From an optimization exercise on the open Yosys and OpenROAD flow, aimed at small area, a short achievable clock period and few clock cycles per item; shortcuts taken in it are not production practice. At most, simulation tests tie the RTL to the original design; equivalence was not proved. For runs 3 to 6, only the layout was checked, not whether the RTL still works. No activity file was given, so power comes from the tool's default toggle rates.

## flow/design.v

```verilog
package spq_pkg;
    localparam int CAPACITY   = 16;
    localparam int DATA_W     = 32;
    localparam logic       REQ_INSERT = 1'b0;
    localparam logic       REQ_REMOVE = 1'b1;
    localparam logic [1:0] STAT_DONE  = 2'd0;
    localparam logic [1:0] STAT_FULL  = 2'd1;
    localparam logic [1:0] STAT_EMPTY = 2'd2;
endpackage
import spq_pkg::*;
module spq_ctrl (
    input  logic i_clk,
    input  logic i_rst_n,
    input  logic i_in_valid,
    output logic o_in_stall,
    input  logic i_out_stall,
    output logic o_out_valid,
    output logic o_a_load,      
    output logic o_a_from_b,    
    output logic o_b_load,      
    output logic o_s2_load,     
    output logic o_s2_valid,    
    output logic o_commit       
);
    logic r_va, r_vb, r_v2, r_ov;
    logic accept, commit, mv2;
    assign commit = r_v2 && (!r_ov || !i_out_stall);
    assign mv2    = r_va && (!r_v2 || commit);
    assign accept = i_in_valid && !r_vb;
    always_ff @(posedge i_clk) begin
        if (!i_rst_n) begin
            r_va <= 1'b0;
            r_vb <= 1'b0;
            r_v2 <= 1'b0;
            r_ov <= 1'b0;
        end else begin
            if (mv2 || !r_va) begin
                r_va <= r_vb || accept;
                r_vb <= 1'b0;
            end else begin
                r_vb <= r_vb || accept;
            end
            if (!r_v2 || commit) begin
                r_v2 <= r_va;
            end
            if (commit) begin
                r_ov <= 1'b1;
            end else if (!i_out_stall) begin
                r_ov <= 1'b0;
            end
        end
    end
    assign o_in_stall  = r_vb;
    assign o_out_valid = r_ov;
    assign o_a_load    = mv2 || !r_va;
    assign o_a_from_b  = r_vb;
    assign o_b_load    = !r_vb;
    assign o_s2_load   = !r_v2 || commit;
    assign o_s2_valid  = r_v2;
    assign o_commit    = commit;
endmodule
import spq_pkg::*;
module spq_datapath (
    input  logic                        i_clk,
    input  logic                        i_rst_n,
    input  logic                        i_req_type,
    input  logic signed [DATA_W-1:0]    i_value,
    input  logic                        i_a_load,
    input  logic                        i_a_from_b,
    input  logic                        i_b_load,
    input  logic                        i_s2_load,
    input  logic                        i_s2_valid,
    input  logic                        i_commit,
    output logic [1:0]                  o_status,
    output logic signed [DATA_W-1:0]    o_removed_value,
    output logic signed [DATA_W-1:0]    o_head_value,
    output logic                        o_head_valid,
    output logic [4:0]                  o_entry_count,
    output logic                        o_is_full,
    output logic                        o_is_empty
);
    logic                     r_ta, r_tb, r_t2;
    logic signed [DATA_W-1:0] r_xa, r_xb, r_x2;
    logic [CAPACITY-1:0]      r_av2;     
    logic                     r_b2;      
    logic                     r_fwd2;    
    logic [CAPACITY-1:0]      r_pg;      
    logic                     r_pins;    
    logic                     r_prem;    
    logic signed [DATA_W-1:0] r_entry [CAPACITY];
    logic [CAPACITY-1:0]      r_val;     
    logic [1:0]               r_status;
    logic signed [DATA_W-1:0] r_removed;
    logic [4:0]               r_count;
    logic                     full, nonempty, ins_ok, rem_ok;
    logic [CAPACITY-1:0]      av;
    logic                     b;
    logic [CAPACITY-1:0]      g;
    logic [CAPACITY-1:0]      n_val;
    function automatic logic ge_s(input logic [DATA_W-1:0] a, input logic [DATA_W-1:0] b);
        logic [DATA_W-1:0] gt, eq;
        logic [DATA_W-1:0] ua, ub;
        ua = {~a[DATA_W-1], a[DATA_W-2:0]};
        ub = {~b[DATA_W-1], b[DATA_W-2:0]};
        gt = ua & ~ub;
        eq = ~(ua ^ ub);
        for (int w = DATA_W / 2; w >= 1; w = w / 2) begin
            for (int j = 0; j < w; j++) begin
                gt[j] = gt[2*j+1] | (eq[2*j+1] & gt[2*j]);
                eq[j] = eq[2*j+1] & eq[2*j];
            end
        end
        ge_s = gt[0] | eq[0];
    endfunction
    function automatic logic [4:0] therm_count(input logic [CAPACITY-1:0] v);
        therm_count[4] = v[15];
        therm_count[3] = v[7] & ~v[15];
        therm_count[2] = (v[3] & ~v[7]) | (v[11] & ~v[15]);
        therm_count[1] = (v[1] & ~v[3]) | (v[5] & ~v[7]) | (v[9] & ~v[11]) | (v[13] & ~v[15]);
        therm_count[0] = (v[0] & ~v[1]) | (v[2] & ~v[3]) | (v[4] & ~v[5]) | (v[6] & ~v[7])
                       | (v[8] & ~v[9]) | (v[10] & ~v[11]) | (v[12] & ~v[13]) | (v[14] & ~v[15]);
    endfunction
    assign full     = r_val[CAPACITY-1];
    assign nonempty = r_val[0];
    assign ins_ok   = i_s2_valid && (r_t2 == REQ_INSERT) && !full;
    assign rem_ok   = i_s2_valid && (r_t2 == REQ_REMOVE) && nonempty;
    always_ff @(posedge i_clk) begin
        if (i_b_load) begin
            r_tb <= i_req_type;
            r_xb <= i_value;
        end
        if (i_a_load) begin
            r_ta <= i_a_from_b ? r_tb : i_req_type;
            r_xa <= i_a_from_b ? r_xb : i_value;
        end
    end
    always_comb begin
        for (int k = 0; k < CAPACITY; k++) begin
            av[k] = r_val[k] && ge_s(r_entry[k], r_xa);
        end
    end
    always_ff @(posedge i_clk) begin
        if (i_s2_load) begin
            r_t2   <= r_ta;
            r_x2   <= r_xa;
            r_av2  <= av;
            r_b2   <= ge_s(r_x2, r_xa);
            r_fwd2 <= i_commit;
        end
    end
    always_comb begin
        for (int k = 0; k < CAPACITY; k++) begin
            if (r_fwd2 && r_pins) begin
                if (r_pg[k]) begin
                    g[k] = r_av2[k];
                end else if (k == 0) begin
                    g[k] = r_b2;
                end else if (r_pg[(k == 0) ? 0 : k - 1]) begin
                    g[k] = r_b2;
                end else begin
                    g[k] = r_av2[(k == 0) ? 0 : k - 1];
                end
            end else if (r_fwd2 && r_prem) begin
                g[k] = (k == CAPACITY - 1) ? 1'b0 : r_av2[(k == CAPACITY - 1) ? k : k + 1];
            end else begin
                g[k] = r_av2[k];
            end
        end
    end
    always_comb begin
        n_val = r_val;
        if (ins_ok) begin
            n_val = {r_val[CAPACITY-2:0], 1'b1};
        end else if (rem_ok) begin
            n_val = {1'b0, r_val[CAPACITY-1:1]};
        end
    end
    always_ff @(posedge i_clk) begin
        if (!i_rst_n) begin
            r_entry[0] <= '0;
        end else if (i_commit) begin
            if (ins_ok) begin
                if (!g[0]) begin
                    r_entry[0] <= r_x2;
                end
            end else if (rem_ok) begin
                r_entry[0] <= r_val[1] ? r_entry[1] : '0;
            end
        end
    end
    always_ff @(posedge i_clk) begin
        if (i_commit) begin
            for (int k = 1; k < CAPACITY; k++) begin
                if (ins_ok) begin
                    if (g[k]) begin
                        r_entry[k] <= r_entry[k];
                    end else if (g[k - 1]) begin
                        r_entry[k] <= r_x2;
                    end else begin
                        r_entry[k] <= r_entry[k - 1];
                    end
                end else if (rem_ok && k < CAPACITY - 1) begin
                    r_entry[k] <= r_entry[(k == CAPACITY - 1) ? k : k + 1];
                end
            end
            r_status  <= (r_t2 == REQ_INSERT) ? (full ? STAT_FULL : STAT_DONE)
                                              : (nonempty ? STAT_DONE : STAT_EMPTY);
            r_removed <= (r_t2 == REQ_REMOVE) ? r_entry[0] : '0;
            r_pg      <= g;
            r_pins    <= ins_ok;
            r_prem    <= rem_ok;
        end
    end
    always_ff @(posedge i_clk) begin
        if (!i_rst_n) begin
            r_val   <= '0;
            r_count <= '0;
        end else if (i_commit) begin
            r_val   <= n_val;
            r_count <= therm_count(n_val);
        end
    end
    assign o_status        = r_status;
    assign o_removed_value = r_removed;
    assign o_head_valid    = r_val[0];
    assign o_head_value    = r_entry[0];
    assign o_is_full       = r_val[CAPACITY-1];
    assign o_is_empty      = !r_val[0];
    assign o_entry_count   = r_count;
endmodule
import spq_pkg::*;
module sorted_priority_queue_unit (
    input  logic               i_clk,
    input  logic               i_rst_n,
    input  logic               i_in_valid,
    output logic               o_in_stall,
    input  logic               i_req_type,
    input  logic signed [31:0] i_value,
    output logic               o_out_valid,
    input  logic               i_out_stall,
    output logic [1:0]         o_status,
    output logic signed [31:0] o_removed_value,
    output logic signed [31:0] o_head_value,
    output logic               o_head_valid,
    output logic [4:0]         o_entry_count,
    output logic               o_is_full,
    output logic               o_is_empty
);
    logic a_load, a_from_b, b_load, s2_load, s2_valid, commit;
    spq_ctrl u_ctrl (
        .i_clk       (i_clk),
        .i_rst_n     (i_rst_n),
        .i_in_valid  (i_in_valid),
        .o_in_stall  (o_in_stall),
        .i_out_stall (i_out_stall),
        .o_out_valid (o_out_valid),
        .o_a_load    (a_load),
        .o_a_from_b  (a_from_b),
        .o_b_load    (b_load),
        .o_s2_load   (s2_load),
        .o_s2_valid  (s2_valid),
        .o_commit    (commit)
    );
    spq_datapath u_datapath (
        .i_clk           (i_clk),
        .i_rst_n         (i_rst_n),
        .i_req_type      (i_req_type),
        .i_value         (i_value),
        .i_a_load        (a_load),
        .i_a_from_b      (a_from_b),
        .i_b_load        (b_load),
        .i_s2_load       (s2_load),
        .i_s2_valid      (s2_valid),
        .i_commit        (commit),
        .o_status        (o_status),
        .o_removed_value (o_removed_value),
        .o_head_value    (o_head_value),
        .o_head_valid    (o_head_valid),
        .o_entry_count   (o_entry_count),
        .o_is_full       (o_is_full),
        .o_is_empty      (o_is_empty)
    );
endmodule
```

## flow/constraint.sdc

```tcl
create_clock -name core_clock -period 5.0 [get_ports {i_clk}]
set_input_delay 1.0000 -clock core_clock [delete_from_list [all_inputs] [get_ports {i_clk}]]
set_output_delay 1.0000 -clock core_clock [all_outputs]
set_load 0.01 [all_outputs]
```

## flow/run.sh

```bash
#!/bin/bash
# synth_recipe.tcl (not shown) runs the flow's synth.tcl, then flattens the netlist and writes it again
# the make line also repeats each setting of config.mk as NAME=value (left out here)
make -C /OpenROAD-flow-scripts/flow DESIGN_CONFIG=/design/flow/config.mk WORK_HOME=/design/flow/orfs CLKGATE_MAP_FILE= SYNTH_SCRIPT=/design/flow/synth_recipe.tcl finish
```

## flow/config.mk

```make
export PLATFORM = sky130hd
export DESIGN_NAME = sorted_priority_queue_unit
export DESIGN_NICKNAME = sorted_priority_queue_unit
export VERILOG_FILES = /design/flow/design.v
export SDC_FILE = /design/flow/constraint.sdc
export NUM_CORES = 4
export LEC_CHECK = 0
export ABC_CLOCK_PERIOD_IN_PS = 2500
export CAP_MARGIN = 20
export CORE_MARGIN = 2
export CORE_UTILIZATION = 55
export SETUP_SLACK_MARGIN = 2.0
export SLEW_MARGIN = 20
```

==> summary.txt, run 1 <==
STA
  – Setup TNS: 0 ns
  – Worst relative slew slack: 27.5%
  – Hold Violations, Final: 0
  – Hold_ws: 0.419 ns
  – Fin. max-slew vios: 0
  – Worst-Margin Slew: 1.09 ns
  – Fmax: 0.339 GHz
  – Clock Skew: 0.0215 ns
  – # setup viols final: 0
  – Crit share post-route: 59.0%
  – Tmin final: 2.95 ns
  – Final worst setup slack: 2.05 ns
  – Unrepaired setup endpoints after global routing: yes

Floorplan
  – Core area: 80500 um2
  – Die area: 83700 um2
  – Initial core utilization: 55.6%
  – Die Y: 289 um
  – Die X: 289 um
  – FP Rows: 104
  – Ports: 113

Logic synthesis
  – Cell count after synthesis: 4155
  – Top cells by area, synth: edfxtp_1 (41%), ha_1 (15%), mux2i_1 (10%)
  – Seq/Total Area, Yosys: 45.3%
  – Cell accounting for the most synthesized area: edfxtp_1
  – Ys async rst share: 0%
  – Simple-gate portion of the synthesized area: 9.87%
  – Yosys reg bits: 705
  – Ys flop type: edfxtp_1
  – Syn Std Cell Area: 44700 um2
  – Yosys warnings: 3
  – Synth top area share: 41.3%
  – Largest family of logic cells by synthesized area: adder cells
  – Post-synthesis compound-gate area fraction: 14.2%
  – Post-synthesis adder-cell area fraction: 15.2%
  – Mapped Avg Cell Area: 10.8 um2
  – Post-synth EDFFs: 616
  – Synth cell types: 64
  – Mux contribution to synthesized area: 12.1%
  – Post-Synth XOR/XNOR Area: 0%

Setup path
  – Setup crit start: u_datapath.r_xa[6]
  – Critical Path RT: 5.43 ns
  – Critical path's slowest cell: edfxtp_1
  – Worst-path fanout max: 16
  – Top delay family on crit path: compound AO/OA/AOI/OAI gates
  – Critical path's largest stage delay: 0.41 ns
  – WP buf/inv: 2
  – CP Cell Sequence: inv_2, buf_4, ha_1, nand4_1, a211oi_1, o2111ai_1, a21boi_0, o22ai_1, a311oi_1
  – Crit path kind: reg2reg
  – Crit path arrival time: 3.38 ns
  – RR Startpoint: u_datapath.r_xa[6]
  – Endpoint class of the critical path: flop
  – CP Launch Type: flop

Cells and area
  – Final std cells w/o fill: 5366
  – Commonest non-fill, non-tap cells in the layout: edfxtp_1 (616), nand2_1 (579), ha_1 (544), mux2i_1 (449), o21ai_0 (408)
  – Most common cell after layout, fill and taps aside: edfxtp_1
  – Final core occ: 62.4%
  – Synth-to-layout area growth: 12.3%
  – Layout cells sized above 1: 9.41%
  – # diodes: 0
  – Nets: 4821
  – Post-Layout Inst Area: 50300 um2

Power
  – Power Total: 14.8 mW
  – Pleak: 20.1 nW
  – Peak VDD IR: 0.000255 V
  – Pwr per Cell Area: 294 nW/um2

Min path
  – Hold Startpoint: u_datapath.r_ta
  – Hold Crit Class: reg2reg

Clock network
  – Clk buf depth: 3
  – Num CTS Buffers: 82
  – CTS tree: built
  – CTS root buffer: clkbuf_16
  – H-tree levels: 3
  – Clk pin slew, worst setup/hold paths: 0.06 ns
  – Clock latency on the worst-skew pair: 0.64 ns
  – Clock sinks: 705

Placement
  – DP HPWL: 88.6 mm
  – IO Port Bufs: 112
  – Placer Congestion: 0.872
  – Worst slack, placed: 1.67 ns
  – Placed Area: 46900 um2
  – Cells after DPL: 5180

Global route
  – Initial antenna violation count: 1
  – Global Route Usage Sum: 28.9%
  – First-pass GRT wire length: 189 mm
  – Grt ovf: 0
  – Largest net degree at the start of global routing: 233
  – Vias in the first global route: 32700

Route
  – Average wire per standard cell: 23.0 um
  – Via count: 32800
  – Antenna-violating nets left: 0
  – Number of remaining DRC errors: 0
  – Routed Wire Length: 123 mm
  – Vias per cell: 6.11
  – 1st-iter DRT viols: 2261
  – DR pass1 iterations: 5

Run status
  – Run status: complete, no violations

Run
  – Maxcap violations: 0
power by group:
part	total, mW	switching [mW]	internal [mW]
Combinational	1.68	0.979	0.703
Sequential	6.81	0.230	6.58
Clock	6.27	2.63	3.64
flip-flops by register name, summed over array words and instances, names as in the netlist:
register and flops:
u_datapath.r_entry 512, u_datapath.r_removed 32, u_datapath.r_x2 32, u_datapath.r_xa 32, u_datapath.r_xb 32, u_datapath.r_av2 16, u_datapath.r_pg 16, u_datapath.r_val 16
u_datapath.r_count 4, u_datapath.r_status 2, u_ctrl.r_ov 1, u_ctrl.r_v2 1, u_ctrl.r_va 1, u_ctrl.r_vb 1, u_datapath.r_b2 1, u_datapath.r_fwd2 1
u_datapath.r_pins 1, u_datapath.r_prem 1, u_datapath.r_t2 1, u_datapath.r_ta 1, u_datapath.r_tb 1
synthesized netlist by cell type (76+ instances only):
cell        n
mux2_2     80
nand3_1   114
o21ai_0   413
nor2_1     76
edfxtp_1  616
clkbuf_1  149
mux2i_1   449
a21oi_1   209
o21ai_1   177
nand2_1   581
dfxtp_1    89
ha_1      544
cells by family (layout without fill, tap and decap cells):
group	Yosys count	after routing
compound gates	1087	1087
simple gates	980	984
flops	705	705
fa+ha+maj	544	544
mux	529	529
buf+inv	310	457
routing by layer:
layer,part of all wire [%],track usage (%),routed length (um),up-vias
met5,0,0,0,-
met1,45,39.0,55300,16000
met4,2.9,9.48,3620,0
met3,3.9,2.91,4760,183
li1,-,-,-,15900
met2,48,48.9,59500,685
what timing repair did:
action                     in CTS  in global routing
gates cloned                    3                  3
hold buffers                    0                  0
setup endpoints to repair     614                668
pin swaps                       3                  1
setup buffers                  13                 17
resized for setup              23                 32
hold endpoints to repair        0                  0
final timing paths:
path	end	slack, ns	depth (start not counted)
max reg2reg	u_datapath.r_av2[12]	2.05	9
max	u_datapath.r_av2[12]	2.05	9
min	u_datapath.r_t2	0.42	0
min reg2reg	u_datapath.r_t2	0.42	0
cell type report:
type	instances	area, um2
flip-flops and latches	705	20300
well taps	1060	1330
fillers	6759	30300
repair buffers	230	2220
inverters	77	343
clock inverters	41	493
clock buffers	109	2270
multi-input cells	3144	23300
Testbench counts, summed over its fixed seeds: cycles 16,024, items 16,000.
==> run 2: changes to the inputs <==
--- a/flow/config.mk
+++ b/flow/config.mk
@@ -7,7 +7,7 @@
 export LEC_CHECK = 0
-export ABC_CLOCK_PERIOD_IN_PS = 2500
+export ABC_CLOCK_PERIOD_IN_PS = 2000
 export CAP_MARGIN = 20
 export CORE_MARGIN = 2
-export CORE_UTILIZATION = 55
-export SETUP_SLACK_MARGIN = 2.0
+export CORE_UTILIZATION = 40
+export SETUP_SLACK_MARGIN = 2.5
 export SLEW_MARGIN = 20
==> run 2 against run 1 <==
Still clean. Clock power is 3.7% lower. First-iteration DRC count is 27% higher. Register-to-register slack better by 0.36 ns. Non-clock buffer count is 142 higher. Flip-flop and latch count stayed put.
==> summary.txt, run 2 <==
Power
  – Peak VDD IR: 0.000229 V (-10%)
  – Power Total: 14.8 mW (+0.26%)
  – Pwr per Cell Area: 277 nW/um2 (-5.5%)
  – Pleak: 21.3 nW (+6.0%)

Route
  – Routed length on met1: 59.6 mm (+7.9%)
  – Max layer used: met5
  – Routed Wire Length: 133 mm (+8.1%)
  – Number of remaining DRC errors: 0 (unchanged)
  – DR pass1 iterations: 6 (+1)
  – Vias per cell: 5.76 (-5.6%)
  – Average wire per standard cell: 22.4 um (-2.4%)
  – Metal2 WL: 63.3 mm (+6.4%)
  – Via count: 34200 (+4.5%)
  – WL met3: 7.13 mm (+50%)
  – 1st-iter DRT viols: 2874 (+27%)
  – Antenna-violating nets left: 0 (unchanged)

Global route
  – Initial antenna violation count: 2 (+1)
  – First-pass GRT wire length: 204 mm (+7.6%)
  – Global Route Usage Sum: 22.6% (-6.3 points)
  – Vias in the first global route: 34300 (+5.1%)
  – Grt ovf: 0 (unchanged)
  – Largest net degree at the start of global routing: 211 (-9.4%)

Floorplan
  – Die X: 338 um (+17%)
  – Die Y: 338 um (+17%)
  – Die area: 115000 um2 (+37%)
  – Ports: 113 (unchanged)
  – Core area: 111000 um2 (+38%)
  – FP Rows: 122 (+17%)
  – Initial core utilization: 40.4% (-15 points)

Logic synthesis
  – Seq/Total Area, Yosys: 45.3% (unchanged)
  – Cell count after synthesis: 4155 (unchanged)
  – Synth cell count leaders: edfxtp_1 (616), nand2_1 (581), ha_1 (544)
  – Ys flop type: edfxtp_1
  – Cell accounting for the most synthesized area: edfxtp_1
  – Top cells by area, synth: edfxtp_1 (41%), ha_1 (15%), mux2i_1 (10%)
  – Synth top area share: 41.3% (unchanged)
  – Yosys reg bits: 705 (unchanged)
  – Synth cell types: 64 (unchanged)
  – Yosys warnings: 3 (unchanged)
  – Syn Std Cell Area: 44700 um2 (unchanged)
  – Ys async rst share: 0% (unchanged)
  – Most numerous cell in the Yosys netlist: edfxtp_1
  – Post-synth EDFFs: 616 (unchanged)
  – Mapped Avg Cell Area: 10.8 um2 (unchanged)

Clock network
  – CTS root buffer: clkbuf_16
  – Clk buf depth: 3 (unchanged)
  – CTS tree: built
  – H-tree levels: 3 (unchanged)
  – Cts hold-fix bufs: 0 (unchanged)
  – Clock sinks: 705 (unchanged)
  – Num CTS Buffers: 79 (-3.7%)
  – Clock latency on the worst-skew pair: 0.66 ns (+0.02 ns)
  – Clk pin slew, worst setup/hold paths: 0.06 ns (about the same)

Cells and area
  – Area of the multi-input gates: 24300 um2 (+4.4%)
  – Most common cell after layout, fill and taps aside: edfxtp_1
  – Layout cells sized above 1: 16.2% (+6.8 points)
  – Reg area: 20300 um2 (+0.20%)
  – Commonest non-fill, non-tap cells in the layout: edfxtp_1 (616), nand2_1 (577), ha_1 (529), mux2i_1 (449), o21ai_0 (380)
  – Top reg by flops: u_datapath.r_entry
  – Fillers: 10200 (+52%)
  – Nets: 4968 (+3.0%)
  – # diodes: 0 (unchanged)
  – Synth-to-layout area growth: 19.2%
  – Max reg flops: 512 (unchanged)

Setup path
  – Worst-path fanout max: 5 (-11)
  – Endpoint class of the critical path: flop
  – Critical Path RT: 5.35 ns (-0.08 ns)
  – CP Launch Type: flop
  – Crit path kind: reg2reg
  – Crit path arrival time: 2.94 ns (-0.44 ns)

STA
  – # setup viols final: 0 (unchanged)
  – Tmin final: 2.59 ns (-0.360 ns)
  – Crit share post-route: 51.8% (-7.2 points)
  – Fmax: 0.386 GHz (+14%)
  – Worst-Margin Slew: 1.13 ns (+0.0438 ns)
  – Unrepaired setup endpoints after global routing: yes
  – Clock Skew: 0.0371 ns (+0.0157 ns)
  – Fin. max-slew vios: 0 (unchanged)
  – Hold Violations, Final: 0 (unchanged)
  – Worst relative slew slack: 24.6% (-2.9 points)
  – Setup TNS: 0 ns (unchanged)
  – Final worst setup slack: 2.41 ns (+0.360 ns)

Placement
  – DP HPWL: 89.8 mm (+1.3%)
  – IO Port Bufs: 112 (unchanged)
  – Placer Congestion: 0.847 (-2.9%)
  – Worst slack, placed: 1.54 ns (-0.132 ns)

Run status
  – Run status: complete, no violations

Run
  – Maxcap violations: 0 (unchanged)

Min path
  – Hold Crit Class: reg2reg
-- run 2: cell counts after synthesis --
No cell type changed its count.
-- run 2: what timing repair did --
item,in CTS,in global routing
gates cloned,13,0
resized for setup,291,141
setup endpoints to repair,1056,577
setup buffers,146,38
pin swaps,41,68
-- run 2: through the flow --
step	cells	area [um2]	utilization, %	hold slack (ns)
6_report	5940	53300	48.1	0.469
5_1_grt	5940	53300	48.1	0.484
4_1_cts	5902	52400	47.3	0.462
3_5_place_dp	5597	47300	42.7	0.433
3_3_place_gp	5597	47300	42.7	0.429
2_1_floorplan	4155	44900	-	0.400
-- run 2: final cells by class --
class                   count  area share, %
well taps                1488           3.49
clock inverters            40          0.739
repair buffers            372           7.10
multi-input cells        3152           45.6
inverters                  77          0.741
clock buffers             106           4.19
flip-flops and latches    705           38.1
-- run 2: worst paths after layout --
| kind | startpoint | endpoint | slack (ns) | cells past startpoint |
|---|---|---|---|---|
| hold / removal | u_datapath.r_xb[2] | u_datapath.r_xb[2] | 0.47 | 1 |
| setup reg to reg | u_datapath.r_xa[1] | u_datapath.r_av2[12] | 2.41 | 10 |
| setup / recovery | u_datapath.r_xa[1] | u_datapath.r_av2[12] | 2.41 | 10 |
| hold reg to reg | u_datapath.r_xb[2] | u_datapath.r_xb[2] | 0.47 | 1 |
-- run 2: metal layers --
metal	global-route usage [%]	vias to the layer above
met5	0	-
met4	5.41	2
met3	3.38	150
met2	37.4	830
met1	31.0	17100
li1	-	16200
-- run 2: cells by family (layout without fill, tap and decap cells) --
family / Yosys count / in the layout / share of synthesized area, %
AOI/OAI and AO/OA: 1087 / 1099 / 14.2
adders and majority gates: 544 / 544 / 15.2
buffers and inverters: 310 / 595 / 3.31
DFF: 705 / 705 / 45.3
muxes: 529 / 529 / 12.1
and+or+nand+nor: 980 / 980 / 9.87
-- run 2: report_power, final --
part | switching (mW) | internal (mW) | leakage (nW)
clock network | 2.57 | 3.47 | 1.28
registers | 0.189 | 6.58 | 6.51
logic | 1.15 | 0.844 | 13.5
total | 3.90 | 10.9 | 21.3
-- run 2: worst max-delay path, stage by stage, from the launching register on --
cell and delay [ns]:
edfxtp_1 0.40, clkinvlp_4 0.19, buf_12 0.17, buf_6 0.13, ha_1 0.17, a211oi_1 0.40
a211oi_4 0.15, o2111ai_2 0.21, a21boi_2 0.11, o22ai_4 0.23, a311oi_2 0.13
==> run 3: changes to the inputs <==
--- a/flow/design.v
+++ b/flow/design.v
@@ -82,3 +82,4 @@
     logic                     r_ta, r_tb, r_t2;
-    logic signed [DATA_W-1:0] r_xa, r_xb, r_x2;
+    logic [DATA_W-1:0]        r_xa, r_xb, r_x2;
+    logic [DATA_W-1:0]        r_x2n;     
     logic [CAPACITY-1:0]      r_av2;     
@@ -89,3 +90,3 @@
     logic                     r_prem;    
-    logic signed [DATA_W-1:0] r_entry [CAPACITY];
+    logic [DATA_W-1:0]        r_entry [CAPACITY];
     logic [CAPACITY-1:0]      r_val;     
@@ -138,3 +139,7 @@
         for (int k = 0; k < CAPACITY; k++) begin
-            av[k] = r_val[k] && ge_s(r_entry[k], r_xa);
+            if (k % 2 == 1) begin
+                av[k] = r_val[k] && ge_s(~r_xa, r_entry[k]);
+            end else begin
+                av[k] = r_val[k] && ge_s(r_entry[k], r_xa);
+            end
         end
@@ -145,2 +150,3 @@
             r_x2   <= r_xa;
+            r_x2n  <= ~r_xa;
             r_av2  <= av;
@@ -177,2 +183,11 @@
     end
+    logic [CAPACITY-1:0] en, s_prev, s_x, s_next;
+    always_comb begin
+        for (int k = 0; k < CAPACITY; k++) begin
+            s_x[k]    = ins_ok && !g[k] && ((k == 0) || g[(k == 0) ? 0 : k - 1]);
+            s_prev[k] = ins_ok && !g[k] && (k != 0) && !g[(k == 0) ? 0 : k - 1];
+            s_next[k] = rem_ok && (k != CAPACITY - 1);
+            en[k]     = i_commit && ((ins_ok && !g[k]) || s_next[k]);
+        end
+    end
     always_ff @(posedge i_clk) begin
@@ -180,9 +195,26 @@
             r_entry[0] <= '0;
-        end else if (i_commit) begin
-            if (ins_ok) begin
-                if (!g[0]) begin
-                    r_entry[0] <= r_x2;
-                end
-            end else if (rem_ok) begin
-                r_entry[0] <= r_val[1] ? r_entry[1] : '0;
+        end else if (en[0]) begin
+            r_entry[0] <= ({DATA_W{s_x[0]}} & r_x2)
+                        | ({DATA_W{s_next[0] && r_val[1]}} & ~r_entry[1]);
+        end
+    end
+    logic [DATA_W-1:0] d_entry [CAPACITY];
+    assign d_entry[0] = '0;
+    for (genvar k = 1; k < CAPACITY; k++) begin : g_row
+        logic [DATA_W-1:0] x_pol;
+        assign x_pol = (k % 2 == 1) ? r_x2 : r_x2n;
+        spq_aoi_row #(.W(DATA_W)) u_row (
+            .i_sa (s_prev[k]),
+            .i_a  (r_entry[k - 1]),
+            .i_sb (s_x[k]),
+            .i_b  (x_pol),
+            .i_sc (s_next[k]),
+            .i_c  (r_entry[(k == CAPACITY - 1) ? k : k + 1]),
+            .o_y  (d_entry[k])
+        );
+    end
+    always_ff @(posedge i_clk) begin
+        for (int k = 1; k < CAPACITY; k++) begin
+            if (en[k]) begin
+                r_entry[k] <= d_entry[k];
             end
@@ -192,15 +224,2 @@
         if (i_commit) begin
-            for (int k = 1; k < CAPACITY; k++) begin
-                if (ins_ok) begin
-                    if (g[k]) begin
-                        r_entry[k] <= r_entry[k];
-                    end else if (g[k - 1]) begin
-                        r_entry[k] <= r_x2;
-                    end else begin
-                        r_entry[k] <= r_entry[k - 1];
-                    end
-                end else if (rem_ok && k < CAPACITY - 1) begin
-                    r_entry[k] <= r_entry[(k == CAPACITY - 1) ? k : k + 1];
-                end
-            end
             r_status  <= (r_t2 == REQ_INSERT) ? (full ? STAT_FULL : STAT_DONE)
@@ -229,2 +248,15 @@
     assign o_entry_count   = r_count;
+endmodule
+module spq_aoi_row #(
+    parameter int W = 32
+) (
+    input  logic         i_sa,
+    input  logic [W-1:0] i_a,
+    input  logic         i_sb,
+    input  logic [W-1:0] i_b,
+    input  logic         i_sc,
+    input  logic [W-1:0] i_c,
+    output logic [W-1:0] o_y
+);
+    assign o_y = ~(({W{i_sa}} & i_a) | ({W{i_sb}} & i_b) | ({W{i_sc}} & i_c));
 endmodule
--- a/flow/config.mk
+++ b/flow/config.mk
@@ -13 +13,2 @@
 export SLEW_MARGIN = 20
+export SYNTH_HIERARCHICAL = 1
==> run 3 against run 2 <==
Still clean on timing, DRC and antenna. Sequential share of layout area up 3.3 points. Synthesized cell count fell by 16%. Register-to-register slack improved by 0.04 ns. Global-route usage increased by 1.6 points. Hold slack worse by 0.024 ns. Final cell count shrank 12%.
==> summary.txt, run 3 <==
Logic synthesis
  – Ys flop type: edfxtp_1
  – Synth cell types: 65 (+1.6%)
  – Cell count after synthesis: 3481 (-16%)
  – Post-synth EDFFs: 681 (+11%)
  – Synth cell count leaders: edfxtp_1 (681), ha_1 (544), a222oi_1 (481)
  – Synth top area share: 47.6% (+6.3 points)
  – Ys async rst share: 0% (unchanged)
  – Cell accounting for the most synthesized area: edfxtp_1
  – Mapped Avg Cell Area: 12.3 um2 (+15%)
  – Syn Std Cell Area: 43000 um2 (-4.0%)
  – Top cells by area, synth: edfxtp_1 (48%), ha_1 (16%), a222oi_1 (11%)
  – Yosys reg bits: 737 (+4.5%)
  – Yosys warnings: 12 (+9)
  – Seq/Total Area, Yosys: 50.2% (+4.9 points)
  – Most numerous cell in the Yosys netlist: edfxtp_1

Cells and area
  – Max reg flops: 512 (unchanged)
  – # diodes: 0 (unchanged)
  – Final core occ: 49.0% (+0.84 points)
  – Commonest non-fill, non-tap cells in the layout: edfxtp_1 (681), ha_1 (510), a222oi_1 (481), inv_1 (287), a21oi_1 (214)
  – Top reg by flops: u_datapath.r_entry
  – Most common cell after layout, fill and taps aside: edfxtp_1
  – Nets: 4344 (-13%)
  – Layout cells sized above 1: 20.9% (+4.7 points)
  – Synth-to-layout area growth: 21.7%

Clock network
  – CTS tree: built
  – Clk pin slew, worst setup/hold paths: 0.06 ns (about the same)
  – Clock sinks: 737 (+4.5%)
  – Clk buf depth: 3 (unchanged)
  – Clock latency on the worst-skew pair: 0.66 ns (about the same)
  – CTS root buffer: clkbuf_16
  – Num CTS Buffers: 85 (+7.6%)
  – H-tree levels: 3 (unchanged)

STA
  – Worst relative slew slack: 29.4% (+4.8 points)
  – Crit share post-route: 50.9% (-0.86 points)
  – Clock Skew: 0.0247 ns (-0.0125 ns)
  – Hold Violations, Final: 0 (unchanged)
  – Tmin final: 2.55 ns (-0.0429 ns)
  – Setup TNS: 0 ns (unchanged)
  – Hold_ws: 0.445 ns (-0.0237 ns)
  – Fin. max-slew vios: 0 (unchanged)
  – Unrepaired setup endpoints after global routing: yes
  – Fmax: 0.393 GHz (+1.7%)
  – Worst-Margin Slew: 1.06 ns (-0.0725 ns)
  – # setup viols final: 0 (unchanged)

Setup path
  – Crit-path most repeated cell: buf_6
  – CP Cell Sequence: clkinvlp_4, buf_6, buf_8, buf_6, ha_4, nor3_2, o21ai_2, a211oi_2, o31ai_2, a21oi_2, o41ai_2
  – Top delay family on crit path: compound AO/OA/AOI/OAI gates
  – Endpoint class of the critical path: flop
  – Crit path arrival time: 2.93 ns (about the same)
  – Critical path's slowest cell: edfxtp_1
  – Crit path kind: reg2reg
  – Critical Path RT: 5.38 ns (+0.03 ns)
  – Critical path's largest stage delay: 0.40 ns (about the same)
  – WP buf/inv: 4 (+1)
  – CP Launch Type: flop
  – Worst-path fanout max: 6 (+1)

Route
  – Via count: 33700 (-1.4%)
  – Vias per cell: 6.44 (+12%)
  – Routed length on met1: 59.6 mm (about the same)
  – Metal2 WL: 62.0 mm (-2.1%)
  – Number of remaining DRC errors: 0 (unchanged)
  – WL met3: 16.1 mm (+130%)
  – Antenna-violating nets left: 0 (unchanged)
  – DR pass1 iterations: 11 (+5)
  – Average wire per standard cell: 27.1 um (+21%)
  – Max layer used: met4
  – 1st-iter DRT viols: 5820 (+100%)
  – Routed Wire Length: 142 mm (+6.5%)

Floorplan
  – Ports: 113 (unchanged)
  – Die area: 110000 um2 (-3.9%)
  – Core area: 107000 um2 (-3.7%)
  – FP Rows: 120 (-1.6%)
  – Initial core utilization: 40.2% (-0.14 points)
  – Die Y: 332 um (-2.0%)
  – Die X: 332 um (-2.0%)

Min path
  – Hold Crit Class: reg2reg

Placement
  – IO Port Bufs: 112 (unchanged)
  – Placer Congestion: 0.853 (+0.73%)
  – DP HPWL: 95.0 mm (+5.9%)

Power
  – Peak VDD IR: 0.000257 V (+12%)
  – Pleak: 19.8 nW (-7.0%)
  – Power Total: 14.3 mW (-3.5%)
  – Pwr per Cell Area: 273 nW/um2 (-1.5%)

Run
  – Maxcap violations: 0 (unchanged)

Global route
  – Initial antenna violation count: 2 (unchanged)
  – Largest net degree at the start of global routing: 108 (-49%)
  – Global Route Usage Sum: 24.2% (+1.6 points)
  – Vias in the first global route: 32200 (-6.3%)
  – Grt ovf: 0 (unchanged)
  – First-pass GRT wire length: 204 mm (about the same)

Run status
  – Run status: complete, no violations
-- run 3: where the power goes --
| group | internal [mW] | switching [mW] |
|---|---|---|
| clock | 3.40 | 2.64 |
| sequential | 6.78 | 0.191 |
| combinational | 0.557 | 0.718 |
| total | 10.7 | 3.55 |
-- run 3: layer usage --
metal | global-route usage [%] | vias up
li1 | - | 15100
met1 | 35.8 | 16500
met2 | 36.2 | 1925
met3 | 4.10 | 202
met4 | 7.03 | 0
met5 | 0 | -
-- run 3: final timing paths --
path / startpoint / to / slack, ns / cells after the start
setup reg to reg: u_datapath.r_xa[0] / u_datapath.r_av2[9] / 2.45 / 11
setup / recovery: u_datapath.r_xa[0] / u_datapath.r_av2[9] / 2.45 / 11
hold / removal: u_datapath.r_xa[28] / u_datapath.r_x2[28] / 0.45 / 0
hold reg to reg: u_datapath.r_xa[28] / u_datapath.r_x2[28] / 0.45 / 0
-- run 3: timing repair --
action	CTS	global route
cloned	22	15
buffers inserted	102	42
hold buffers	0	0
gates resized for setup	395	275
pin swaps	74	133
setup endpoints to repair	1128	925
-- run 3: cells by family (layout without fill, tap and decap cells) --
| kind of cell | after synthesis | after routing | share of synthesized area [%] |
|---|---|---|---|
| mux | 52 | 52 | 1.35 |
| fa+ha+maj | 544 | 544 | 15.8 |
| flops | 737 | 737 | 50.2 |
| buf+inv | 503 | 826 | 6.22 |
| other cells | 1 | 5 | 0.00873 |
| simple gates | 453 | 474 | 5.07 |
| compound gates | 1191 | 1196 | 21.3 |
-- run 3: metrics by stage --
step,setup slack (ns),area (um2),std cells
floorplan,1.52,43200,3485
global placement,1.30,45300,4898
detailed placement,1.29,45300,4898
CTS,2.25,50400,5180
global route,2.37,52300,5237
finish,2.45,52300,5237
-- run 3: final cells by class --
class / count / area [um2]
fillers: 9302 / 54500
flip-flops and latches: 737 / 21600
multi-input cells: 2271 / 21000
repair buffers: 354 / 3960
clock buffers: 109 / 2330
well taps: 1403 / 1760
inverters: 314 / 1300
clock inverters: 49 / 310
-- run 3: Yosys stat by module (local to each module, per instance), a selection --
| module | flip-flops and latches | cell area, um2 | cells inside | copies in the design |
|---|---|---|---|---|
| spq_datapath | 733 | 36800 | 2850 | 1 |
| spq_ctrl | 4 | 163 | 16 | 1 |
==> run 4: changes to the inputs <==
--- a/flow/design.v
+++ b/flow/design.v
@@ -83,3 +83,3 @@
     logic [DATA_W-1:0]        r_xa, r_xb, r_x2;
-    logic [DATA_W-1:0]        r_x2n;     
+    logic [DATA_W-1:0]        xan;       
     logic [CAPACITY-1:0]      r_av2;     
@@ -100,16 +100,23 @@
     logic [CAPACITY-1:0]      n_val;
-    function automatic logic ge_s(input logic [DATA_W-1:0] a, input logic [DATA_W-1:0] b);
-        logic [DATA_W-1:0] gt, eq;
-        logic [DATA_W-1:0] ua, ub;
-        ua = {~a[DATA_W-1], a[DATA_W-2:0]};
-        ub = {~b[DATA_W-1], b[DATA_W-2:0]};
-        gt = ua & ~ub;
-        eq = ~(ua ^ ub);
-        for (int w = DATA_W / 2; w >= 1; w = w / 2) begin
-            for (int j = 0; j < w; j++) begin
-                gt[j] = gt[2*j+1] | (eq[2*j+1] & gt[2*j]);
-                eq[j] = eq[2*j+1] & eq[2*j];
-            end
+    function automatic logic ge_an(input logic [DATA_W-1:0] a, input logic [DATA_W-1:0] nb);
+        logic [DATA_W-1:0] ua, unb;
+        logic              c;
+        ua  = {~a[DATA_W-1], a[DATA_W-2:0]};
+        unb = {~nb[DATA_W-1], nb[DATA_W-2:0]};
+        c = 1'b1;
+        for (int i = 0; i < DATA_W; i++) begin
+            c = (ua[i] & unb[i]) | (ua[i] & c) | (unb[i] & c);
+        end
+        ge_an = c;
+    endfunction
+    function automatic logic ge_nr(input logic [DATA_W-1:0] r, input logic [DATA_W-1:0] x);
+        logic [DATA_W-1:0] ur, ux;
+        logic              c;
+        ur = {~r[DATA_W-1], r[DATA_W-2:0]};
+        ux = {~x[DATA_W-1], x[DATA_W-2:0]};
+        c = 1'b0;
+        for (int i = 0; i < DATA_W; i++) begin
+            c = (ur[i] & ux[i]) | (ur[i] & c) | (ux[i] & c);
         end
-        ge_s = gt[0] | eq[0];
+        ge_nr = ~c;
     endfunction
@@ -137,2 +144,3 @@
     end
+    spq_not #(.W(DATA_W)) u_xan (.i_a(r_xa), .o_y(xan));
     always_comb begin
@@ -140,5 +148,5 @@
             if (k % 2 == 1) begin
-                av[k] = r_val[k] && ge_s(~r_xa, r_entry[k]);
+                av[k] = r_val[k] && ge_nr(r_entry[k], r_xa);
             end else begin
-                av[k] = r_val[k] && ge_s(r_entry[k], r_xa);
+                av[k] = r_val[k] && ge_an(r_entry[k], xan);
             end
@@ -150,5 +158,4 @@
             r_x2   <= r_xa;
-            r_x2n  <= ~r_xa;
             r_av2  <= av;
-            r_b2   <= ge_s(r_x2, r_xa);
+            r_b2   <= ge_an(r_x2, xan);
             r_fwd2 <= i_commit;
@@ -202,5 +209,7 @@
     assign d_entry[0] = '0;
+    logic [DATA_W-1:0] x2n;
+    spq_not #(.W(DATA_W)) u_x2n (.i_a(r_x2), .o_y(x2n));
     for (genvar k = 1; k < CAPACITY; k++) begin : g_row
         logic [DATA_W-1:0] x_pol;
-        assign x_pol = (k % 2 == 1) ? r_x2 : r_x2n;
+        assign x_pol = (k % 2 == 1) ? r_x2 : x2n;
         spq_aoi_row #(.W(DATA_W)) u_row (
@@ -262,2 +271,10 @@
 endmodule
+module spq_not #(
+    parameter int W = 32
+) (
+    input  logic [W-1:0] i_a,
+    output logic [W-1:0] o_y
+);
+    assign o_y = ~i_a;
+endmodule
 import spq_pkg::*;
==> run 4 against run 3 <==
Non-clock buffer count increased by 140. Critical path depth decreased by 2. Hold slack got worse by 0.025 ns. First-iteration DRC count rose by 63%. Sequential power decreased by 6.0%. Final cell count fell by 5.6%. Clock skew shrank 0.00081 ns.
==> summary.txt, run 4 <==
Run status
  – Run status: complete, no violations

Logic synthesis
  – Ys flop type: edfxtp_1
  – Syn Std Cell Area: 38400 um2 (-11%)
  – Synth cell count leaders: edfxtp_1 (649), a222oi_1 (496), nor2_1 (226)
  – Post-synthesis compound-gate area fraction: 29.9% (+8.6 points)
  – Post-Synth XOR/XNOR Area: 0% (unchanged)
  – Yosys warnings: 12 (unchanged)
  – Simple-gate portion of the synthesized area: 7.49% (+2.4 points)
  – Most numerous cell in the Yosys netlist: edfxtp_1
  – Top cells by area, synth: edfxtp_1 (51%), a222oi_1 (13%), dfxtp_1 (2.9%)
  – Synth top area share: 50.8% (+3.2 points)
  – Post-synthesis adder-cell area fraction: 0.948% (-15 points)
  – Yosys reg bits: 705 (-4.3%)
  – Cell count after synthesis: 3320 (-4.6%)
  – Largest family of logic cells by synthesized area: compound AO/OA/AOI/OAI gates
  – Post-synth EDFFs: 649 (-4.7%)
  – Seq/Total Area, Yosys: 53.7% (+3.5 points)
  – Cell accounting for the most synthesized area: edfxtp_1
  – Ys async rst share: 0% (unchanged)
  – Mapped Avg Cell Area: 11.6 um2 (-6.3%)
  – Mux contribution to synthesized area: 1.56% (+0.21 points)
  – Synth cell types: 72 (+11%)

STA
  – # setup viols final: 0 (unchanged)
  – Setup TNS: 0 ns (unchanged)
  – Worst relative slew slack: 35.1% (+5.7 points)
  – Clock Skew: 0.0239 ns (-0.000813 ns)
  – Fin. max-slew vios: 0 (unchanged)
  – Crit share post-route: 54.8% (+3.9 points)
  – Tmin final: 2.74 ns (+0.194 ns)
  – Worst-Margin Slew: 0.963 ns (-0.0957 ns)
  – Final worst setup slack: 2.26 ns (-0.194 ns)
  – Fmax: 0.365 GHz (-7.1%)
  – Hold Violations, Final: 0 (unchanged)
  – Unrepaired setup endpoints after global routing: yes

Cells and area
  – Layout cells sized above 1: 24.8% (+3.9 points)
  – Synth-to-layout area growth: 25.0%
  – Fillers: 8339 (-10%)
  – Most common cell after layout, fill and taps aside: edfxtp_1
  – Commonest non-fill, non-tap cells in the layout: edfxtp_1 (649), a222oi_1 (496), buf_4 (245), nor2_1 (178), nand2_1 (167)
  – Final core occ: 50.5% (+1.6 points)
  – Top reg by flops: u_datapath.r_entry
  – Post-Layout Inst Area: 48000 um2 (-8.2%)
  – Nets: 3649 (-16%)
  – Max reg flops: 512 (unchanged)

Power
  – Pleak: 15.5 nW (-22%)
  – Internal power: 10.6 mW (-1.2%)
  – Peak VDD IR: 0.000248 V (-3.7%)
  – Seq pwr share: 46.2% (-2.6 points)
  – Pwr per Cell Area: 295 nW/um2 (+8.1%)
  – Clock network power share: 43.7% (+1.4 points)
  – Switching Fraction: 25.2% (+0.36 points)
  – Logic pwr share: 10.1% (+1.2 points)
  – NetSw: 3.57 mW (+0.69%)

Clock network
  – Clk buf depth: 3 (unchanged)
  – H-tree levels: 3 (unchanged)
  – Num CTS Buffers: 84 (-1.2%)
  – CTS tree: built
  – Clock latency on the worst-skew pair: 0.67 ns (about the same)
  – Clk pin slew, worst setup/hold paths: 0.06 ns (about the same)
  – Clock sinks: 705 (-4.3%)
  – CTS root buffer: clkbuf_16
  – Cts hold-fix bufs: 0 (unchanged)

Placement
  – Placed Area: 40400 um2 (-11%)
  – Worst slack, placed: 0.713 ns (-0.574 ns)
  – IO Port Bufs: 112 (unchanged)
  – Placer Congestion: 0.971 (+14%)
  – DP HPWL: 107 mm (+13%)

Setup path
  – Top delay family on crit path: compound AO/OA/AOI/OAI gates
  – Critical path's slowest cell: o211ai_1
  – Critical Path RT: 5.42 ns (+0.04 ns)
  – Stages on worst setup path: 9 (-2)
  – Critical path's largest stage delay: 0.55 ns (+0.15 ns)
  – RR Startpoint: u_datapath.r_xa[0]
  – Crit path kind: reg2reg
  – Endpoint class of the critical path: flop
  – Worst R2R End: u_datapath.r_av2[3]
  – R2R cell count: 9 (-2)
  – WP buf/inv: 2 (-2)
  – Crit path arrival time: 3.16 ns (+0.23 ns)
  – CP Launch Type: flop
  – CP Cell Sequence: buf_6, buf_8, a21o_1, a31oi_1, o21ai_2, a21oi_2, o211ai_1, nand4_1, a32o_1
  – Worst R2R Setup Slack: 2.26 ns (-0.19 ns)
  – Worst-path fanout max: 7 (+1)

Route
  – Vias per cell: 7.52 (+17%)
  – Via count: 37200 (+10%)
  – Antenna-violating nets left: 0 (unchanged)
  – 1st-iter DRT viols: 9488 (+63%)
  – DR pass1 iterations: 14 (+3)
  – Average wire per standard cell: 36.1 um (+33%)
  – Number of remaining DRC errors: 0 (unchanged)
  – Routed Wire Length: 178 mm (+26%)

Floorplan
  – Initial core utilization: 40.4% (+0.17 points)
  – Ports: 113 (unchanged)
  – Die X: 314 um (-5.4%)
  – Die Y: 314 um (-5.4%)
  – Core area: 95000 um2 (-11%)
  – FP Rows: 113 (-5.8%)
  – Die area: 98500 um2 (-11%)

Global route
  – Busiest grt layer: met2
  – Met2 Use GR: 51.2% (+15 points)
  – Global Route Usage Sum: 34.0% (+9.8 points)
  – Vias in the first global route: 34000 (+5.7%)
  – M1 GR Usage: 45.0% (+9.2 points)
  – Grt ovf: 0 (unchanged)
  – Initial antenna violation count: 1 (-1)
  – First-pass GRT wire length: 245 mm (+20%)
  – Largest net degree at the start of global routing: 177 (+64%)
  – GR Layer Usage met3: 8.15% (+4.0 points)

Min path
  – Worst hold endpoint: u_datapath.r_t2
  – Hold Startpoint: u_datapath.r_ta
  – Hold Crit Class: reg2reg
  – Hold path cells: 0 (unchanged)

Run
  – Maxcap violations: 0 (unchanged)
run 4: cell count changes after synthesis, moves of 84 or more:
| cell | delta |
|---|---|
| nor2_1 | +105 |
| inv_1 | -206 |
| ha_1 | -544 |
| a22oi_1 | +93 |
| o22ai_1 | +116 |
| a31oi_1 | +84 |
run 4: logic make-up after synthesis:
logic type	Yosys count
multiplexers	54
adder cells (fa/ha/maj)	36
other	1
flip-flops	705
AND/OR/NAND/NOR	636
AO/OA/AOI/OAI	1462
buffers and inverters	426
run 4: modules after synthesis (local to each module, per instance), a selection:
module,cells,area (um2)
spq_datapath,2625,31900
spq_ctrl,16,163
run 4: worst register-to-register path: stages (launching register included):
cell	delay [ns]
edfxtp_1	0.38
buf_6	0.15
buf_8	0.14
a21o_1	0.14
a31oi_1	0.09
o21ai_2	0.20
a21oi_2	0.11
o211ai_1	0.55
nand4_1	0.37
a32o_1	0.37
run 4: final cells by class:
type	instances	area (um2)	area share (%)
antenna	2	5.00	0.0104
clock buffer	120	2340	4.87
clock inverter	33	338	0.704
inverter	109	574	1.20
multi-input combinational	2201	16900	35.3
sequential	705	20700	43.1
tap	1265	1580	3.30
timing repair buffer	494	5410	11.3
timing repair inverter	17	123	0.255
run 4: worst max-delay path by stage:
| stage | startpoint | slack [ns] | to |
|---|---|---|---|
| floorplan | i_out_stall | 1.41 | u_datapath.r_entry[10][0] |
| CTS | u_datapath.r_xa[7] | 2.29 | u_datapath.r_av2[6] |
| finish | u_datapath.r_xa[0] | 2.26 | u_datapath.r_av2[3] |
| detailed placement | u_datapath.r_xa[9] | 0.71 | u_datapath.r_av2[6] |
| global route | u_datapath.r_xa[22] | 2.27 | u_datapath.r_av2[8] |
| global placement | u_datapath.r_xa[9] | 0.70 | u_datapath.r_av2[6] |
run 4: what timing repair did:
| action | in CTS | in global routing |
|---|---|---|
| setup buffers | 204 | 42 |
| setup endpoints to repair | 1103 | 948 |
| pin swaps | 108 | 69 |
| resized for setup | 465 | 135 |
| gates cloned | 29 | 13 |
run 4: metrics by stage:
step	hold WS, ns	total power [mW]	std cells
after floorplan	0.400	7.31	3324
after global placement	0.407	7.70	4501
after detailed placement	0.408	7.70	4503
after CTS	0.422	14.0	4889
after global routing	0.428	14.5	4944
final	0.421	14.2	4946
run 4: power by group through the flow:
stage               clock network (mW)  registers [mW]  logic [mW]
floorplan                            0            6.67       0.636
global placement                     0            6.71       0.986
detailed placement                   0            6.71       0.991
CTS                               6.22            6.54        1.29
global route                      6.43            6.55        1.48
finish                            6.19            6.55        1.43
run 4: metal layers:
metal	part of all wire, %	up-vias	routed length [um]
li1	-	14900	-
met1	36	18200	63400
met2	43	3489	77100
met3	14	638	25100
met4	7.2	2	12900
met5	0.0050	-	9
==> run 5: changes to the inputs <==
--- a/flow/design.v
+++ b/flow/design.v
@@ -83,3 +83,3 @@
     logic [DATA_W-1:0]        r_xa, r_xb, r_x2;
-    logic [DATA_W-1:0]        xan;       
+    logic [DATA_W-1:0]        r_xan;     
     logic [CAPACITY-1:0]      r_av2;     
@@ -142,5 +142,5 @@
             r_xa <= i_a_from_b ? r_xb : i_value;
+            r_xan <= ~(i_a_from_b ? r_xb : i_value);
         end
     end
-    spq_not #(.W(DATA_W)) u_xan (.i_a(r_xa), .o_y(xan));
     always_comb begin
@@ -150,3 +150,3 @@
             end else begin
-                av[k] = r_val[k] && ge_an(r_entry[k], xan);
+                av[k] = r_val[k] && ge_an(r_entry[k], r_xan);
             end
@@ -159,3 +159,3 @@
             r_av2  <= av;
-            r_b2   <= ge_an(r_x2, xan);
+            r_b2   <= ge_an(r_x2, r_xan);
             r_fwd2 <= i_commit;
==> run 5 against run 4 <==
Synthesized cell count down 0.12%. Synthesized area up 1.6%. Sequential share of layout area decreased by 0.54 points. Die area grew 1.5%. Still clean. Sequential power is 5.8% higher. Highest routed layer unchanged. Flip-flop and latch count up 32. Worst setup slack worse by 0.16 ns.
==> summary.txt, run 5 <==
Global route
  – First-pass GRT wire length: 229 mm (-6.6%)
  – Global Route Usage Sum: 31.1% (-2.8 points)
  – Largest net degree at the start of global routing: 130 (-27%)
  – Grt ovf: 0 (unchanged)
  – Vias in the first global route: 32500 (-4.4%)
  – Initial antenna violation count: 12 (+11)

Setup path
  – Crit path arrival time: 3.33 ns (+0.17 ns)
  – CP Launch Type: flop
  – Worst R2R Setup Slack: 2.10 ns (-0.16 ns)
  – Worst-path fanout max: 8 (+1)
  – R2R cell count: 10 (+1)
  – Critical Path RT: 5.43 ns (about the same)
  – Crit path kind: reg2reg
  – Endpoint class of the critical path: flop

Cells and area
  – Reg area: 21600 um2 (+4.5%)
  – Max reg flops: 512 (unchanged)
  – Most common cell after layout, fill and taps aside: edfxtp_1
  – Layout cells sized above 1: 25.0% (+0.18 points)
  – Final std cells w/o fill: 5043 (+2.0%)
  – Post-Layout Inst Area: 50800 um2 (+5.8%)
  – Nets: 3727 (+2.1%)
  – Top reg by flops: u_datapath.r_entry
  – Fillers: 8063 (-3.3%)
  – Area of the multi-input gates: 17000 um2 (+0.19%)
  – Synth-to-layout area growth: 30.3%
  – Commonest non-fill, non-tap cells in the layout: edfxtp_1 (681), a222oi_1 (505), buf_4 (221), nor2_1 (204), nand2_1 (204)

Logic synthesis
  – Mapped Avg Cell Area: 11.8 um2 (+1.7%)
  – Synth cell types: 65 (-9.7%)
  – Yosys warnings: 12 (unchanged)
  – Top cells by area, synth: edfxtp_1 (52%), a222oi_1 (13%), dfxtp_1 (2.9%)
  – Syn Std Cell Area: 39000 um2 (+1.6%)
  – Cell accounting for the most synthesized area: edfxtp_1
  – Seq/Total Area, Yosys: 55.3% (+1.6 points)
  – Ys flop type: edfxtp_1
  – Most numerous cell in the Yosys netlist: edfxtp_1
  – Synth top area share: 52.5% (+1.7 points)
  – Ys async rst share: 0% (unchanged)
  – Yosys reg bits: 737 (+4.5%)
  – Cell count after synthesis: 3316 (-0.12%)
  – Synth cell count leaders: edfxtp_1 (681), a222oi_1 (505), nor2_1 (240)
  – Post-synth EDFFs: 681 (+4.9%)

Floorplan
  – Ports: 113 (unchanged)
  – Initial core utilization: 40.3% (-0.092 points)
  – Die X: 316 um (+0.76%)
  – Core area: 96700 um2 (+1.8%)
  – FP Rows: 114 (+0.88%)
  – Die area: 100000 um2 (+1.5%)
  – Die Y: 316 um (+0.76%)

Power
  – Peak VDD IR: 0.000254 V (+2.5%)
  – Pleak: 17.0 nW (+9.5%)
  – Logic pwr share: 9.3% (-0.8 points)
  – Pwr per Cell Area: 295 nW/um2 (about the same)
  – Seq pwr share: 46.2% (about the same)
  – NetSw: 3.85 mW (+7.9%)
  – Internal power: 11.1 mW (+5.2%)
  – Clock network power share: 44.4% (+0.7 points)
  – Switching Fraction: 25.7% (+0.49 points)

Route
  – Via count: 38200 (+2.8%)
  – 1st-iter DRT viols: 10800 (+14%)
  – Routed Wire Length: 191 mm (+7.0%)
  – Average wire per standard cell: 37.9 um (+5.0%)
  – DR pass1 iterations: 17 (+3)
  – Antenna-violating nets left: 0 (unchanged)
  – Vias per cell: 7.58 (+0.81%)
  – Number of remaining DRC errors: 0 (unchanged)

Clock network
  – Clock sinks: 737 (+4.5%)
  – CTS root buffer: clkbuf_16
  – Clk buf depth: 3 (unchanged)
  – Clock latency on the worst-skew pair: 0.71 ns (+0.04 ns)
  – Num CTS Buffers: 86 (+2.4%)
  – Cts hold-fix bufs: 0 (unchanged)
  – Clk pin slew, worst setup/hold paths: 0.07 ns (about the same)
  – H-tree levels: 3 (unchanged)
  – CTS tree: built

STA
  – Crit share post-route: 58.0% (+3.1 points)
  – Setup TNS: 0 ns (unchanged)
  – Fmax: 0.345 GHz (-5.4%)
  – Worst relative slew slack: 29.9% (-5.2 points)
  – Worst-Margin Slew: 1.05 ns (+0.0888 ns)
  – Unrepaired setup endpoints after global routing: yes
  – Hold Violations, Final: 0 (unchanged)
  – Hold_ws: 0.440 ns (+0.0192 ns)
  – # setup viols final: 0 (unchanged)
  – Fin. max-slew vios: 0 (unchanged)
  – Clock Skew: 0.0597 ns (+0.0358 ns)
  – Tmin final: 2.90 ns (+0.157 ns)

Placement
  – IO Port Bufs: 112 (unchanged)
  – Cells after DPL: 4503 (unchanged)
  – DP HPWL: 103 mm (-4.3%)
  – Placer Congestion: 0.971 (about the same)
  – Placed Area: 41000 um2 (+1.4%)

Run
  – Maxcap violations: 0 (unchanged)

Min path
  – Hold path cells: 0 (unchanged)
  – Hold Crit Class: reg2reg

Run status
  – Run status: complete, no violations
[run 5: cell types whose count changed after synthesis, sizes merged, moves of 12 or more]
| cell | change |
|---|---|
| o211ai | -25 |
| maj3 | +28 |
| a22oi | -46 |
| edfxtp | +32 |
| nand2 | +31 |
| buf | -51 |
| nor2 | +13 |
| clkbuf | +48 |
| a21oi | -16 |
| mux2i | +30 |
| mux2 | -29 |
| o22ai | -12 |
[run 5: kinds of logic (layout without fill, tap and decap cells)]
kind of cell             Yosys count  count (layout)  share of synthesized area [%]
AO/OA/AOI/OAI                   1397            1399                           28.3
flip-flops                       737             737                           55.3
AND/OR/NAND/NOR                  652             655                           7.38
buffers and inverters            410             845                           5.90
adder cells (fa/ha/maj)           64              64                           1.66
multiplexers                      55              55                           1.47
other                              1              12                        0.00962
[run 5: per-layer routing]
metal / up-vias / track usage [%] / part of all wire, %
met2: 3986 / 44.0 / 39
met5: - / 0 / 0.15
li1: 15000 / - / -
met3: 800 / 9.77 / 19
met1: 18500 / 43.9 / 34
met4: 12 / 13.3 / 7.9
[run 5: power groups by stage]
| stage | Sequential [mW] | Clock, mW | Combinational [mW] |
|---|---|---|---|
| floorplan | 6.98 | 0 | 0.606 |
| global placement | 7.14 | 0 | 0.829 |
| detailed placement | 7.14 | 0 | 0.837 |
| CTS | 6.92 | 6.61 | 1.11 |
| global route | 6.93 | 6.87 | 1.43 |
| finish | 6.93 | 6.67 | 1.40 |
[run 5: area by class of cell]
type	instances	share of cell area (%)
Inverter	96	0.768
Antenna cell	7	0.0345
Sequential cell	737	42.6
Timing Repair Buffer	590	14.4
Tap cell	1276	3.14
Clock buffer	103	4.46
Multi-Input combinational cell	2178	33.4
Clock inverter	55	1.19
Timing Repair inverter	1	0.0222
[run 5: through the flow]
step | setup slack [ns] | power, mW | utilization [%]
after floorplan | 1.39 | 7.59 | -
after global placement | 1.25 | 7.97 | 42.4
after detailed placement | 1.10 | 7.98 | 42.4
after CTS | 2.20 | 14.6 | 48.0
after global routing | 2.11 | 15.2 | 52.5
final | 2.10 | 15.0 | 52.5
[run 5: critical path: stages, from the launching register on]
cell and delay [ns]:
edfxtp_1 0.42, buf_6 0.17, buf_4 0.15, o31ai_2 0.17, a31oi_1 0.17, maj3_2 0.39, a211oi_4 0.35, o41ai_4 0.14
a21oi_2 0.35, maj3_2 0.26, a31oi_1 0.08
[run 5: path summary, 6_finish.rpt]
| check | from | to |
|---|---|---|
| setup / recovery | u_datapath.r_xan[0] | u_datapath.r_av2[14] |
| setup reg to reg | u_datapath.r_xan[0] | u_datapath.r_av2[14] |
| hold reg to reg | u_datapath.r_ta | u_datapath.r_t2 |
| hold / removal | u_datapath.r_ta | u_datapath.r_t2 |
[run 5: Yosys stat by module (local to each module, per instance), excerpt]
module	flops+latches	cell area (um2)	times used
spq_datapath	733	32700	1
spq_ctrl	4	163	1
[run 5: what timing repair did]
item | CTS | global route
gates cloned | 4 | 78
resized for setup | 365 | 396
setup buffers | 153 | 140
setup endpoints to repair | 1136 | 864
pin swaps | 91 | 312
==> run 6: changes to the inputs <==
--- a/flow/config.mk
+++ b/flow/config.mk
@@ -11,2 +11,3 @@
 export CORE_UTILIZATION = 40
+export CTS_BUF_LIST = sky130_fd_sc_hd__clkbuf_4 sky130_fd_sc_hd__clkbuf_8
 export SETUP_SLACK_MARGIN = 2.5
==> run 6 against run 5 <==
Synthesized area stayed put. Fmax is 2.5% lower. Cell area is 3.3% lower. Worst setup slack worse by 0.074 ns. Hold slack worse by 0.024 ns. Wire length is 6.4% lower. Via count is 2.3% lower. Clock power is 13% lower. Utilization is 1.8 points lower. First-iteration DRC count is 13% lower. Non-clock buffer count is 71 lower.
==> summary.txt, run 6 <==
Run status
  – Run status: complete, no violations

Power
  – Peak VDD IR: 0.000163 V (-36%)
  – Power Total: 14.1 mW (-6.0%)
  – Pleak: 16.2 nW (-4.9%)
  – Pwr per Cell Area: 287 nW/um2 (-2.7%)

STA
  – Worst-Margin Slew: 1.03 ns (-0.0237 ns)
  – Unrepaired setup endpoints after global routing: yes
  – Setup TNS: 0 ns (unchanged)
  – Fmax: 0.336 GHz (-2.5%)
  – Hold Violations, Final: 0 (unchanged)
  – Clock Skew: 0.0484 ns (-0.0113 ns)
  – Crit share post-route: 59.4% (+1.5 points)
  – # setup viols final: 0 (unchanged)
  – Worst relative slew slack: 31.5% (+1.6 points)
  – Final worst setup slack: 2.03 ns (-0.0742 ns)
  – Tmin final: 2.97 ns (+0.0742 ns)
  – Fin. max-slew vios: 0 (unchanged)

Global route
  – Grt ovf: 0 (unchanged)
  – Vias in the first global route: 33100 (+1.9%)
  – First-pass GRT wire length: 232 mm (+1.1%)
  – Initial antenna violation count: 8 (-4)
  – Largest net degree at the start of global routing: 129 (-0.77%)
  – Global Route Usage Sum: 31.6% (+0.47 points)

Cells and area
  – Most common cell after layout, fill and taps aside: edfxtp_1
  – Max reg flops: 512 (unchanged)
  – Final std cells w/o fill: 5047 (+0.079%)
  – Synth-to-layout area growth: 26.0%
  – Fillers: 8313 (+3.1%)
  – Layout cells sized above 1: 26.2% (+1.2 points)
  – Final core occ: 50.8% (-1.8 points)
  – Top reg by flops: u_datapath.r_entry
  – Commonest non-fill, non-tap cells in the layout: edfxtp_1 (681), a222oi_1 (505), buf_4 (243), nor2_1 (207), nand2_1 (204)
  – Nets: 3702 (-0.67%)

Placement
  – Placer Congestion: 0.971 (unchanged)
  – Worst slack, placed: 1.10 ns (unchanged)
  – Cells after DPL: 4503 (unchanged)
  – IO Port Bufs: 112 (unchanged)
  – DP HPWL: 103 mm (unchanged)

Min path
  – Hold Crit Class: reg2reg
  – Hold path cells: 0 (unchanged)
  – Hold Startpoint: u_datapath.r_ta
  – Worst hold endpoint: u_datapath.r_t2

Logic synthesis
  – Largest family of logic cells by synthesized area: compound AO/OA/AOI/OAI gates
  – Post-synthesis compound-gate area fraction: 28.3% (unchanged)
  – Top cells by area, synth: edfxtp_1 (52%), a222oi_1 (13%), dfxtp_1 (2.9%)
  – Post-synth EDFFs: 681 (unchanged)
  – Synth top area share: 52.5% (unchanged)
  – Mapped Avg Cell Area: 11.8 um2 (unchanged)
  – Post-synthesis adder-cell area fraction: 1.66% (unchanged)
  – Synth cell types: 65 (unchanged)
  – Ys async rst share: 0% (unchanged)
  – Cell accounting for the most synthesized area: edfxtp_1
  – Syn Std Cell Area: 39000 um2 (unchanged)
  – Simple-gate portion of the synthesized area: 7.38% (unchanged)
  – Yosys warnings: 12 (unchanged)
  – Synth cell count leaders: edfxtp_1 (681), a222oi_1 (505), nor2_1 (240)
  – Mux contribution to synthesized area: 1.47% (unchanged)
  – Most numerous cell in the Yosys netlist: edfxtp_1
  – Ys flop type: edfxtp_1
  – Seq/Total Area, Yosys: 55.3% (unchanged)
  – Yosys reg bits: 737 (unchanged)
  – Cell count after synthesis: 3316 (unchanged)
  – Post-Synth XOR/XNOR Area: 0% (unchanged)

Route
  – Number of remaining DRC errors: 0 (unchanged)
  – Average wire per standard cell: 35.4 um (-6.5%)
  – Vias per cell: 7.41 (-2.3%)
  – Routed Wire Length: 179 mm (-6.4%)
  – Via count: 37400 (-2.3%)
  – Antenna-violating nets left: 0 (unchanged)
  – DR pass1 iterations: 14 (-3)
  – 1st-iter DRT viols: 9431 (-13%)

Clock network
  – Clk buf depth: 3 (unchanged)
  – Clock sinks: 737 (unchanged)
  – H-tree levels: 4 (+1)
  – Clock latency on the worst-skew pair: 0.86 ns (+0.15 ns)
  – CTS root buffer: clkbuf_8
  – Clk pin slew, worst setup/hold paths: 0.06 ns (about the same)
  – CTS tree: built
  – Cts hold-fix bufs: 0 (unchanged)
  – Num CTS Buffers: 134 (+56%)

Setup path
  – R2R cell count: 9 (-1)
  – Worst R2R Setup Slack: 2.03 ns (-0.07 ns)
  – Worst-path fanout max: 7 (-1)
  – Critical Path RT: 5.57 ns (+0.14 ns)
  – CP Launch Type: flop
  – RR Startpoint: u_datapath.r_xan[12]
  – Crit path kind: reg2reg
  – Endpoint class of the critical path: flop
  – Crit path arrival time: 3.54 ns (+0.21 ns)
  – Worst R2R End: u_datapath.r_av2[10]

Floorplan
  – Initial core utilization: 40.3% (unchanged)
  – FP Rows: 114 (unchanged)
  – Die Y: 316 um (unchanged)
  – Die X: 316 um (unchanged)
  – Core area: 96700 um2 (unchanged)
  – Ports: 113 (unchanged)
  – Die area: 100000 um2 (unchanged)

Run
  – Maxcap violations: 0 (unchanged)
[run 6: cell counts after synthesis]
No cell type changed its count.
[run 6: kinds of logic after synthesis]
| logic type | Yosys count |
|---|---|
| adders and majority gates | 64 |
| DFF | 737 |
| buffers and inverters | 410 |
| muxes | 55 |
| and+or+nand+nor | 652 |
| other | 1 |
| AOI/OAI and AO/OA | 1397 |
[run 6: metal layers]
metal / up-vias / GRT usage (%) / share of wire, %
li1: 14900 / - / -
met1: 18100 / 44.1 / 36
met2: 3700 / 44.1 / 41
met3: 602 / 11.0 / 18
met4: 6 / 14.3 / 6.0
met5: - / 0 / 0.070
[run 6: Yosys stat by module, one instance, submodules excluded, a selection]
module	cell area (um2)	cells
spq_ctrl	163	16
spq_datapath	32700	2653
[run 6: repair_timing]
action / CTS / global route
pin swaps: 94 / 158
gates cloned: 3 / 35
buffers inserted: 162 / 102
endpoints found under the setup margin: 1136 / 922
resized for setup: 499 / 280
[run 6: stage by stage]
stage	area, um2	hold slack [ns]
after floorplan	39200	0.400
after detailed placement	41000	0.406
after CTS	46400	0.412
after global placement	41000	0.404
after global routing	49100	0.430
final	49100	0.415
[run 6: worst max-delay path by stage]
stage / endpoint / start / slack (ns) / cells after the start
2_1_floorplan: u_datapath.r_entry[2][0] / i_out_stall / 1.39 / 5
5_1_grt: u_datapath.r_av2[10] / u_datapath.r_xan[12] / 2.10 / 9
3_5_place_dp: u_datapath.r_entry[12][25] / i_out_stall / 1.10 / 4
6_report: u_datapath.r_av2[10] / u_datapath.r_xan[12] / 2.03 / 9
4_1_cts: u_datapath.r_av2[5] / u_datapath.r_xa[0] / 2.18 / 9
3_3_place_gp: u_datapath.r_entry[12][23] / i_out_stall / 1.25 / 4
[run 6: power breakdown]
part           total [mW]  internal, mW  switching (mW)
sequential           6.92          6.77           0.152
clock                5.83          3.08            2.75
combinational        1.36         0.537           0.825
total                14.1          10.4            3.73
[run 6: worst max-delay path, cell delays in order (launching register included)]
cell and delay, ns:
edfxtp_1 0.46, buf_8 0.19, a222oi_1 0.45, nand3_1 0.18
a31o_2 0.28, a211oi_4 0.30, o41ai_2 0.16, a21oi_2 0.29
maj3_2 0.28, a31oi_1 0.12
[run 6: final cells by class]
cell class              instances  area (um2)  share of cell area, %
inverters                      96         393                  0.800
flip-flops and latches        737       21700                   44.2
diodes                          9        22.5                 0.0459
multi-input cells            2176       16800                   34.3
clock buffers                 190        2360                   4.80
clock inverters                43         239                  0.487
well taps                    1276        1600                   3.25
repair inverters                1        11.3                 0.0229
repair buffers                519        5950                   12.1

Re-timed with assumed drivers on the ports (clkbuf_16 on the clock, buf_2 on other inputs), run 6 has 2.028 ns of setup slack against 2.028 ns with ideal ports, and 1.682 ns once port delays also move by the mid clock arrival of 0.899 ns.
